Source: an optimization exercise on an open RTL-to-GDS flow (aim: small area). Production flows keep margins and buffers that such runs may drop. Only simulation tests tie the RTL to the original design; equivalence was not proved. Power figures rest on the tool's default switching activity, not on a simulated workload.

### run.sh
#!/bin/bash
# synth_recipe.tcl (not shown) runs the flow's synth.tcl, then flattens the netlist and writes it again
# the make line also repeats each setting of config.mk as NAME=value (left out here)
make -C /OpenROAD-flow-scripts/flow DESIGN_CONFIG=/design/flow/config.mk WORK_HOME=/design/flow/orfs CLKGATE_MAP_FILE= SYNTH_SCRIPT=/design/flow/synth_recipe.tcl finish
### config.mk
export PLATFORM = sky130hd
export DESIGN_NAME = tomasuloCore
export DESIGN_NICKNAME = tomasuloCore
export VERILOG_FILES = /design/flow/design.v
export SDC_FILE = /design/flow/constraint.sdc
export NUM_CORES = 4
export LEC_CHECK = 0
export CAP_MARGIN = 20
export CORE_MARGIN = 2
export CORE_UTILIZATION = 40
export SLEW_MARGIN = 20
### constraint.sdc
create_clock -name core_clock -period 30.0 [get_ports {Clock}]
set_input_delay 6.0000 -clock core_clock [delete_from_list [all_inputs] [get_ports {Clock}]]
set_output_delay 6.0000 -clock core_clock [all_outputs]
set_load 0.01 [all_outputs]
### design.v
module tomasuloCore
(
   input  logic        Clock,
   input  logic        rst,
   input  logic        progWrite,
   input  logic [5:0]  progAddr,
   input  logic [15:0] progWord,
   input  logic        start,
   input  logic [6:0]  progLength,
   input  logic [3:0]  regAddr,
   output logic [15:0] regData,
   output logic        done
);
   logic [13:0] progMem [0:63];
   logic [3:0]  wOp;
   logic        wValid;
   logic        wSwap;
   logic [13:0] wWord;
   assign wOp    = progWord[15:12];
   assign wValid = (wOp == 4'd1) || (wOp == 4'd2) || (wOp == 4'd3) || (wOp == 4'd4);
   assign wSwap  = (progWord[7:4] == 4'hf) && (progWord[3:0] == 4'h0);
   always_comb
   begin
      wWord = {2'(wOp - 4'd1), progWord[11:0]};
      if (!wValid)
         wWord = {2'd0, progWord[11:8], 4'hf, 4'h0};
      else if (wSwap && (wOp == 4'd1))
         wWord = {2'd0, progWord[11:8], 4'h0, 4'hf};
   end
   always_ff @(posedge Clock)
   begin
      if (progWrite)
         progMem[progAddr] <= wWord;
   end
   logic [6:0]  pc;
   logic [6:0]  progLen;
   logic        running;
   logic        phase;           
   logic [3:0]  step;
   logic [13:0] instr;
   logic [1:0]  code;
   logic [3:0]  dest, srcJ, srcK;
   logic        isNop, isAddSub, isSub, isMul, isDiv;
   logic        pending;
   logic        last;
   logic        wEn;
   assign instr    = progMem[pc[5:0]];
   assign code     = instr[13:12];
   assign dest     = instr[11:8];
   assign srcJ     = instr[7:4];
   assign srcK     = instr[3:0];
   assign isNop    = (code == 2'd0) && (srcJ == 4'hf) && (srcK == 4'h0);
   assign isAddSub = !code[1];
   assign isSub    = (code == 2'd1);
   assign isMul    = (code == 2'd2);
   assign isDiv    = (code == 2'd3);
   assign pending  = running && (pc != progLen);
   assign last     = isAddSub || (step == 4'd15);
   assign wEn      = pending && phase && last;
   logic [15:0] regs [0:15];
   logic [255:0] regBits;
   logic [3:0]  rAddr;
   logic [15:0] port;
   logic [15:0] wData;
   logic [15:0] wZero, wOne;
   assign rAddr   = running ? (phase ? srcK : srcJ) : regAddr;
   for (genvar i = 0; i < 16; i++)
   begin : g_view
      assign regs[i] = regBits[16*i +: 16];
   end
   assign port    = regs[rAddr];
   assign regData = port;
   assign wZero = wData & ~{16{rst}};
   assign wOne  = wData | {16{rst}};
   for (genvar i = 0; i < 16; i++)
   begin : g_reg
      for (genvar b = 0; b < 16; b++)
      begin : g_bit
         always_ff @(posedge Clock)
         begin
            if (rst || (wEn && (dest == 4'(i))))
               regBits[16*i+b] <= ((i >> b) & 1) ? wOne[b] : wZero[b];
         end
      end
   end
   logic [15:0] acc, sh;
   logic [16:0] x;
   logic        subMode;
   logic [17:0] sum;
   logic        q;
   logic        take;
   logic [15:0] accNext;
   assign x       = {acc, sh[15] & !isMul};
   assign subMode = isSub || isDiv;
   assign sum     = {1'b0, x} + {1'b0, subMode ? ~{1'b0, port} : {1'b0, port}} + {17'd0, subMode};
   assign q       = sum[17];                          
   assign take    = isAddSub || (isMul ? sh[15] : q);
   assign accNext = take ? sum[15:0] : x[15:0];
   assign wData   = isDiv ? {sh[14:0], q} : accNext;
   always_ff @(posedge Clock)
   begin
      if (!phase)
      begin
         acc  <= isAddSub ? {1'b0, port[15:1]} : 16'd0;
         sh   <= {isAddSub ? port[0] : port[15], port[14:0]};
         step <= 4'd0;
      end
      else
      begin
         acc  <= accNext;
         sh   <= {sh[14:0], q};
         step <= step + 4'd1;
      end
   end
   always_ff @(posedge Clock)
   begin
      if (rst)
      begin
         running <= 1'b0;
         done    <= 1'b0;
      end
      else if (start)
      begin
         pc      <= 7'd0;
         progLen <= progLength;
         running <= 1'b1;
         done    <= 1'b0;
         phase   <= 1'b0;
      end
      else if (running)
      begin
         if (!pending)
         begin
            running <= 1'b0;
            done    <= 1'b1;
         end
         else if (!phase)
         begin
            if (isNop)
               pc <= pc + 7'd1;
            else
               phase <= 1'b1;
         end
         else if (last)
         begin
            pc    <= pc + 7'd1;
            phase <= 1'b0;
         end
      end
   end
endmodule
==> flow_summary.toml <==
[logic_synthesis]
netlist_instances = 2586
synth_ff_type = "edfxtp_1"
ys_ff_latch = 1211
avgSynthCellArea_um2 = 18.79
syn_area_um2 = 48600
synth_edf_count = 1167
netlist-cell-type-count = 84
syn_nets = 2646
async_flop_share_pct = 0
synth_warnings = 2
ys_seq_area_share_pct = 73.92

[final_layout]
drive_above_1_share_pct = 21.76
final_util_pct = 46.07
fin_cells = 4451
fin_nets = 2795
final_cell_area_um2 = 55410
synthToLayoutAreaGrowth_pct = 14.02
fillCellCount = 10190

[worst_setup_path]
cp-end-kind = "output pin"
required_ns = 24.00
rr_worst_depth = 27
path_max_fanout = 15
cp-start-kind = "input port"
crit_arrival_ns = 9.98
worst-setup-path-type = "in -> out"

[clock_tree]
root_buffer = "clkbuf_16"
cts_hold_buf = 0
cts_resized = 0
cts_tree = "built"
cts_setup_buffers = 0
clkSlewWorstSetupHoldPaths_ns = 0.06
cts_buffers = 120
clk_latency_ns = 0.73
cts.sinks = 1211
clockBufferDepth = 3
ctsHtreeMaxLevel = 3

[power_and_ir_drop]
p_leak_nw = 17.66
power_density_nw_per_um2 = 75.38
design_power_total_mw = 4.177
peakVddDrop_v = 0.00005280

[placement]
gp_congestion = 0.9015
dp_slack_ns = 14.18
dpl.cell_count = 4225
io_buffers = 53
dp_hpwl_um = 77370
placed_cell_area_um2 = 51450

[timing]
period_minus_slack_ns = 15.98
relSlewSlack_pct = 18.27
setup_viol = 0
tightest_slew_ns = 1.195
holdWs_ns = 0.4595
fmax_mhz = 62.57
fin_crit_sh_pct = 53.28
rsz0062_at_grt = "false"
hold_viol = 0
finClkSkew_ns = 0.05008
setup_ws_ns = 14.02
drv_slew = 0
setup_tns_ns = 0

[routing]
routed_via_density = 5.829
wl_per_cell_um = 28.13
first_iter_violations = 3185
drc_errors = 0
drt_pass1_iterations = 7
wl_met2_um = 60600
top_layer_used = "met5"
num_vias = 25950
wl_met3_um = 8920
met1_length_um = 51680
ant_nets = 0
wl_um = 125200

[worst_hold_path]
holdPathStages = 1
min_path_type = "reg -> reg"

[grt]
grt_usage_pct = 19.97
grt_start_max_net_pins = 100
overflow = 0
grt_pass1_wl_um = 183000
antenna_found_initial = 10
grt_pass1_vias = 26230

[die]
dieWidth_um = 352.6
io_pins = 54
core_region_area_um2 = 120300
rows = 127
die-area_um2 = 124300
die_y_um = 352.6
start_util_pct = 40.40

[run_status]
outcome = "no timing/DRC/antenna violations"

[run]
max_cap_viol_count = 0
-- path summary, 6_finish.rpt --
path              startpoint      endpoint  slack [ns]
setup / recovery  regAddr[3]    regData[8]       14.02
hold / removal       step[0]       step[0]        0.46
setup reg to reg   flip-flop  regBits[143]       18.56
hold reg to reg      step[0]       step[0]        0.46
-- cells by family (layout without fill, tap and decap cells) --
| family | after synthesis | after routing | synth area share [%] |
|---|---|---|---|
| AO/OA/AOI/OAI | 355 | 355 | 5.494 |
| XOR/XNOR | 35 | 35 | 0.6308 |
| adder cells (fa/ha/maj) | 23 | 23 | 0.6076 |
| buffers and inverters | 161 | 410 | 1.702 |
| flip-flops | 1211 | 1211 | 73.92 |
| multiplexers | 351 | 351 | 13.33 |
| other | 0 | 4 | 0 |
| AND/OR/NAND/NOR | 450 | 450 | 4.312 |
-- layout by cell type (no fill, tap or decap), types with 20 or more instances in the layout --
cell	count
edfxtp_1	1167
mux4_2	209
nor2_1	136
nand2_1	123
clkbuf_16	122
buf_4	103
mux2i_1	77
a22oi_1	71
clkdlybuf4s50_1	48
mux2_2	47
dfxtp_1	41
a21oi_1	40
clkinv_1	34
o21ai_0	33
nand3_1	30
inv_1	27
xnor2_1	26
nor2_2	24
ha_1	22
a221oi_1	20
-- critical path: stages --
cell and delay (ns):
clkdlybuf4s50_1 0.49, a221oi_2 0.56, or2_2 0.25, nor2_1 0.05
buf_4 0.24, a22o_1 0.20, a221o_1 0.25, a2111oi_0 0.94
a21oi_1 0.42, clkdlybuf4s50_1 0.59
-- layout make-up --
class                   instances  area [um2]  share of cell area, %
diodes                          4       10.01                0.01806
clock buffers                 141        3124                  5.638
clock inverters                81       802.0                  1.447
inverters                      33       123.9                 0.2235
multi-input cells            1214       12080                  21.80
flip-flops and latches       1211       35940                  64.85
well taps                    1612        2017                  3.640
repair buffers                155        1319                  2.380
-- Yosys cell counts, types with 30 or more instances --
cell,number,area (um2)
nand3_1,30,150.1
mux2i_1,77,770.7
clkbuf_1,67,251.5
a22oi_1,71,533.0
o21ai_0,33,165.2
mux2_2,47,529.3
edfxtp_1,1167,35040
nor2_1,165,619.3
dfxtp_1,44,880.8
mux4_2,209,4707
nand2_1,123,461.7
a21oi_1,41,205.2
-- routing by layer --
metal	track usage (%)	vias to the layer above
li1	-	10950
met1	27.32	13650
met2	32.69	1088
met3	3.560	242
met4	6.026	16
met5	0	-
-- flip-flops by register name, summed over array words and instances (netlist names), named ones only --
register,flops
phase,1
progMem,896
progLen,7
step,4
running,1
regBits,256
pc,7
done,1
acc,16
sh,16
-- power breakdown --
part / internal [mW] / switching [mW] / leakage (nW)
Combinational: 0.228 / 0.403 / 4.71
Clock: 0.855 / 0.634 / 1.90
Sequential: 2.00 / 0.0572 / 11.0

## separate check: timing with driven ports
The flow's constraints put no driver on any port. The routed layout listed below was extracted and timed again, unchanged, in two steps. Step 1: set_driving_cell puts a clkbuf_16 on Clock and a buf_2 on each other input, an assumption about the parent block. Step 2 also shifts input and output timing later by t, the mid clock arrival at the registers, as if the neighbouring blocks saw the same clock. a / b / c = ideal ports / drivers / drivers and shift; a / b = the first two.
t, ns: 0.778
slack for setup (ns): 14.017 / 13.952 / 13.952
clock arrival spread, ns: 0.051 / 0.051
worst data-port slew with drivers (ns): 0.11
pins driven straight from the clock port: 1
After both steps this run still meets setup and hold. The setup slack of this run moves by -0.065 ns with the drivers and by -0.065 ns with both steps.
